Context: an optimization exercise on an open-source flow, tuned for small area. The choices shown serve that exercise and are no tape-out recipe.
Function was checked by simulation only, so behaviour that the tests miss may differ from the original.
No activity file was given, so power comes from the tool's default toggle rates.

==> build 42: inputs <==
## blowfish_dec_iter
module blowfish_dec_iter (
  input  logic         clk,
  input  logic         rst_n,
  input  logic         in_valid,
  output logic         in_ready,
  input  logic [63:0]  ct,
  input  logic [448:0] key,
  output logic         out_valid,
  input  logic         out_ready,
  output logic [63:0]  pt
);
==> module blowfish_dec_iter, before the edit <==
module blowfish_dec_iter (
  input  logic         clk,
  input  logic         rst_n,
  input  logic         in_valid,
  output logic         in_ready,
  input  logic [63:0]  ct,
  input  logic [448:0] key,
  output logic         out_valid,
  input  logic         out_ready,
  output logic [63:0]  pt
);
  localparam logic [127:0] SboxMul = {32'h9e3779b1, 32'h85ebca6b, 32'hc2b2ae35, 32'h27d4eb2f};
  localparam logic [127:0] SboxXor = {32'h7f4a7c15, 32'h165667b1, 32'hd3a2646c, 32'hfd7046c5};
  logic [4:0]  ph_q;
  logic [5:0]  k_q;
  logic        sub_q;
  logic        out_valid_q;
  logic [63:0] r_q;
  logic [7:0]  acca_q [2];    
  logic [7:0]  accb_q [2];    
  logic        c1_q, c2_q, u_q;
  logic        swap, act, done, run;
  logic [4:0]  kk;
  logic [4:0]  pidx;       
  logic [3:0]  slot;       
  logic [511:0] src;
  logic        dbit, pbit, mbit, fbit, in31;
  logic        unused_key_msb;
  assign unused_key_msb = key[448];
  assign swap = k_q[5];
  assign act  = !k_q[5];
  assign kk   = k_q[4:0];
  assign done = (ph_q == 5'd18) && (k_q == 6'd63);
  assign run  = rst_n && in_valid && !out_valid_q && !done;
  always_ff @(posedge clk) begin
    if (run) begin
      {ph_q, k_q} <= {ph_q, k_q} + {10'd0, swap | sub_q};
      sub_q       <= act && !sub_q;
    end else begin
      {ph_q, k_q} <= '0;
      sub_q       <= 1'b0;
    end
    out_valid_q <= rst_n && ((done && in_valid) || (out_valid_q && !out_ready));
  end
  assign in_ready  = done;
  assign out_valid = out_valid_q;
  assign pt        = {r_q[31:0], r_q[63:32]};
  always_comb begin
    pidx = (ph_q == 5'd18 && swap) ? 5'd1 : 5'(5'd20 - ph_q);
    case (ph_q)
      5'd0:    slot = 4'd15;                       
      5'd1:    slot = 4'd14;                       
      default: slot = (pidx > 5'd14) ? 4'(5'd28 - pidx) : 4'(5'd13 - (pidx - 5'd1));
    endcase
  end
  assign src = {ct, key[447:0]};
  logic [7:0]  oh1, oh2, oh3;
  logic [63:0] lv1;
  logic [7:0]  lv2;
  assign oh1 = 8'd1 << kk[2:0];
  assign oh2 = 8'd1 << {slot[0], kk[4:3]};
  assign oh3 = 8'd1 << slot[3:1];
  logic [7:0]  oh1_n;
  assign oh1_n = ~oh1;
  for (genvar m = 0; m < 64; m++) begin : g_lv1
    localparam int Slot = m / 4;
    localparam int Pi   = 14 - Slot;    
    localparam logic [7:0] Inv = (Slot >= 14) ? 8'h00 :
                                 blowfish_pkg::P_ARRAY[32*(18-Pi) + 8*(m%4) +: 8];
    bf_sel8p #(.INV(Inv)) u_sel (.d(src[8*m +: 8]), .sel(oh1), .sel_n(oh1_n), .y(lv1[m]));
  end
  for (genvar n = 0; n < 8; n++) begin : g_lv2
    bf_sel8 u_sel (.d(lv1[8*n +: 8]), .sel(oh2), .y(lv2[n]));
  end
  bf_sel8 u_sel3 (.d(lv2), .sel(oh3), .y(dbit));
  logic [31:0] corr;
  always_comb begin
    case (ph_q)
      5'd2:    corr = 32'h8a09885f;
      5'd3:    corr = 32'h810f5ff7;
      5'd4:    corr = 32'h30e401c4;
      5'd5:    corr = 32'h1bbbbf3d;
      default: corr = 32'h00000000;
    endcase
    pbit = corr[kk];
  end
  always_comb begin
    if (act)                mbit = dbit ^ (pbit && ph_q >= 5'd2);
    else if (ph_q == 5'd18) mbit = dbit;
    else                    mbit = 1'b0;
  end
  logic [1:0]  mlo, mhi, xlo, xhi;
  logic [7:0]  add  [2];
  logic [7:0]  acc_d [2];
  logic [8:0]  cy   [2];
  logic [1:0]  s;
  logic        u, w, c1_d, c2_d;
  for (genvar j = 0; j < 2; j++) begin : g_add
    assign mlo[j] = act && !sub_q && SboxMul[32*(3-j) + kk];
    assign mhi[j] = act &&  sub_q && SboxMul[32*(1-j) + kk];
    assign xlo[j] = act && !sub_q && SboxXor[32*(3-j) + kk];
    assign xhi[j] = act &&  sub_q && SboxXor[32*(1-j) + kk];
    assign add[j] = ({8{mlo[j]}} & r_q[63-8*j -: 8]) | ({8{mhi[j]}} & r_q[47-8*j -: 8]);
    for (genvar b = 0; b < 8; b++) begin : g_bit
      if (b == 0) begin : g_ha
        assign s[j]      = accb_q[j][0] ^ add[j][0] ^ xlo[j] ^ xhi[j];
        assign cy[j][1]  = accb_q[j][0] & add[j][0];
      end else begin : g_fa
        bf_fa u_fa (.a(accb_q[j][b]), .b(add[j][b]), .c(cy[j][b]), .s(acc_d[j][b-1]), .co(cy[j][b+1]));
      end
    end
    assign acc_d[j][7] = cy[j][8];
  end
  bf_fa u_fa1 (.a(s[0]), .b(s[1]), .c(c1_q), .s(u), .co(c1_d));
  assign w = u_q ^ s[0];
  bf_fa u_fa2 (.a(w), .b(s[1]), .c(c2_q), .s(fbit), .co(c2_d));
  always_ff @(posedge clk) begin
    for (int j = 0; j < 2; j++) begin
      acca_q[j] <= acc_d[j];
      accb_q[j] <= acca_q[j];
    end
    u_q <= u;
    if (!sub_q)         c1_q <= c1_d;
    if (sub_q || swap)  c2_q <= c2_d;
  end
  always_comb begin
    if (swap) in31 = r_q[32] ^ mbit;
    else      in31 = (r_q[0] && ph_q >= 5'd2) ^ (fbit && ph_q >= 5'd3) ^ mbit;
  end
  always_ff @(posedge clk) begin
    if (!out_valid_q && (swap || sub_q)) begin
      r_q[31:0] <= {in31, r_q[31:1]};
      if (swap) r_q[63:32] <= {r_q[0], r_q[63:33]};
    end
  end
endmodule
clock: 12.5 ns
lec_check: 0
cap_margin: 20
core_area: 3 3 202 202
die_area: 0 0 205 205
slew_margin: 20
synth_hierarchical: 1
standard.sh (not shown) runs the stock make flow with config.mk's settings and CLKGATE_MAP_FILE= SYNTH_SCRIPT=/design/flow/synth_recipe.tcl, a recipe that flattens the netlist after the stock synthesis.
==> flow/flow/run.sh <==
#!/bin/bash
# The standard layout (the standard.sh: ORFS synthesis through finish), with every
# input and output port buffered by the smallest buffer, sky130_fd_sc_hd__buf_1.
set -euo pipefail
export BUFFER_PORTS_ARGS="-buffer_cell sky130_fd_sc_hd__buf_1"
bash standard.sh > standard_flow.log 2>&1
==> trial 80 (differences from build 42) <==
--- a/flow/design.v
+++ b/flow/design.v
@@ -632,3 +632,2 @@
   logic [4:0]  kk;
-  logic [4:0]  pidx;       
   logic [3:0]  slot;       
@@ -657,10 +656,14 @@
   always_comb begin
-    pidx = (ph_q == 5'd18 && swap) ? 5'd1 : 5'(5'd20 - ph_q);
-    case (ph_q)
-      5'd0:    slot = 4'd15;                       
-      5'd1:    slot = 4'd14;                       
-      default: slot = (pidx > 5'd14) ? 4'(5'd28 - pidx) : 4'(5'd13 - (pidx - 5'd1));
-    endcase
+    if (ph_q[4]) slot = 4'(ph_q[3:0] + 4'd2 + {3'd0, swap});
+    else         slot = ph_q[3:0];
+  end
+  for (genvar q = 0; q < 16; q++) begin : g_src
+    if (q < 2) begin : g_ct
+      assign src[32*q +: 32] = ct[32*(1-q) +: 32];
+    end else if (q < 6) begin : g_k14
+      assign src[32*q +: 32] = key[32*(8+q) +: 32];      
+    end else begin : g_k145
+      assign src[32*q +: 32] = key[32*(q-6) +: 32];      
+    end
   end
-  assign src = {ct, key[447:0]};
   logic [7:0]  oh1, oh2, oh3;
@@ -668,12 +671,12 @@
   logic [7:0]  lv2;
-  assign oh1 = 8'd1 << kk[2:0];
-  assign oh2 = 8'd1 << {slot[0], kk[4:3]};
-  assign oh3 = 8'd1 << slot[3:1];
   logic [7:0]  oh1_n;
+  assign oh1   = 8'd1 << kk[2:0];
   assign oh1_n = ~oh1;
+  assign oh2   = 8'd1 << {slot[0], kk[4:3]};
+  assign oh3   = 8'd1 << slot[3:1];
   for (genvar m = 0; m < 64; m++) begin : g_lv1
-    localparam int Slot = m / 4;
-    localparam int Pi   = 14 - Slot;    
-    localparam logic [7:0] Inv = (Slot >= 14) ? 8'h00 :
-                                 blowfish_pkg::P_ARRAY[32*(18-Pi) + 8*(m%4) +: 8];
+    localparam int Pos = m / 4;
+    localparam int Kn  = (Pos < 6) ? 6 - Pos : 20 - Pos;    
+    localparam logic [7:0] Inv = (Pos < 2) ? 8'h00 :
+                                 blowfish_pkg::P_ARRAY[32*(18-Kn) + 8*(m%4) +: 8];
     bf_sel8p #(.INV(Inv)) u_sel (.d(src[8*m +: 8]), .sel(oh1), .sel_n(oh1_n), .y(lv1[m]));
@@ -696,3 +699,3 @@
   always_comb begin
-    if (act)                mbit = dbit ^ (pbit && ph_q >= 5'd2);
+    if (act)                mbit = dbit ^ pbit;
     else if (ph_q == 5'd18) mbit = dbit;
--- a/flow/config.mk
+++ b/flow/config.mk
@@ -9,2 +9,3 @@
 export CORE_AREA = 3 3 202 202
+export CTS_BUF_LIST = sky130_fd_sc_hd__clkbuf_8
 export DIE_AREA = 0 0 205 205
==> results.txt <==
Build 42 completed without violations. Trial 80 went through all stages and came out clean. Synthesized area: trial 80 is smaller than build 42 (2.0%). Design area: build 42 is higher than trial 80 (2.3%). Of build 42 and trial 80, build 42 has the higher clock power (gap 52%, measured against trial 80). Between trial 80 and build 42, the lower worst setup slack is in build 42 (gap 0.18 ns). Of build 42 and trial 80, build 42 has the higher critical path depth (gap 7). Between build 42 and trial 80, the lower non-clock buffer count is in build 42 (gap 7).
==> figures <==
Antenna violations before repair: build 42 11; trial 80 8
Summed instance area of the synthesized netlist: build 42 7782 sq um; trial 80 7625 sq um
Multi-input combinational cell area: build 42 4720 sq um; trial 80 4566 sq um
Met2 usage in global routing: build 42 34.18%; trial 80 36.91%
Outcome: build 42 complete, no violations; trial 80 complete, no violations
First-pass GRT wire length: build 42 65.16 mm; trial 80 66.80 mm
DRC marker count from the first detailed-route iteration: build 42 1,467; trial 80 1,270
Category of the worst setup path capture point: build 42 flop; trial 80 output port
Maximum single-stage delay on the critical path: build 42 0.76 ns; trial 80 0.88 ns
Mean Syn Cell Area: build 42 10.07 sq um; trial 80 10.25 sq um
Adder-cell share of the synthesized area: build 42 7.170%; trial 80 6.498%
Met1 wire length: build 42 19.67 mm; trial 80 19.78 mm
Post-Synthesis Net Count: build 42 1,325; trial 80 1,291
Clock root buffer: build 42 sky130_fd_sc_hd__clkbuf_16; trial 80 sky130_fd_sc_hd__clkbuf_8

re-timing with driven ports:
No port has a modelled driver above. Below, the same layouts with a new extraction and two added sets of constraints. Step 1 (the two cells are an assumption about what drives the block):
set clk [get_ports {clk}]
set_driving_cell -lib_cell sky130_fd_sc_hd__clkbuf_16 $clk
set_driving_cell -lib_cell sky130_fd_sc_hd__buf_2 [delete_from_list [all_inputs] $clk]
Step 2 also shifts input and output timing later by t, the mid clock arrival at the registers, as if the neighbouring blocks saw the same clock. Slacks: no drivers / after step 1 / after step 2; pairs: no drivers / after step 1.
run | shift t [ns] | setup slack, ns | hold slack, ns
build 42 | 0.387 | 6.191 / 6.191 / 6.191 | 0.328 / 0.328 / 0.328
trial 80 | 0.413 | 6.373 / 6.337 / 6.454 | 0.329 / 0.329 / 0.329
After both steps every run listed still meets setup and hold.
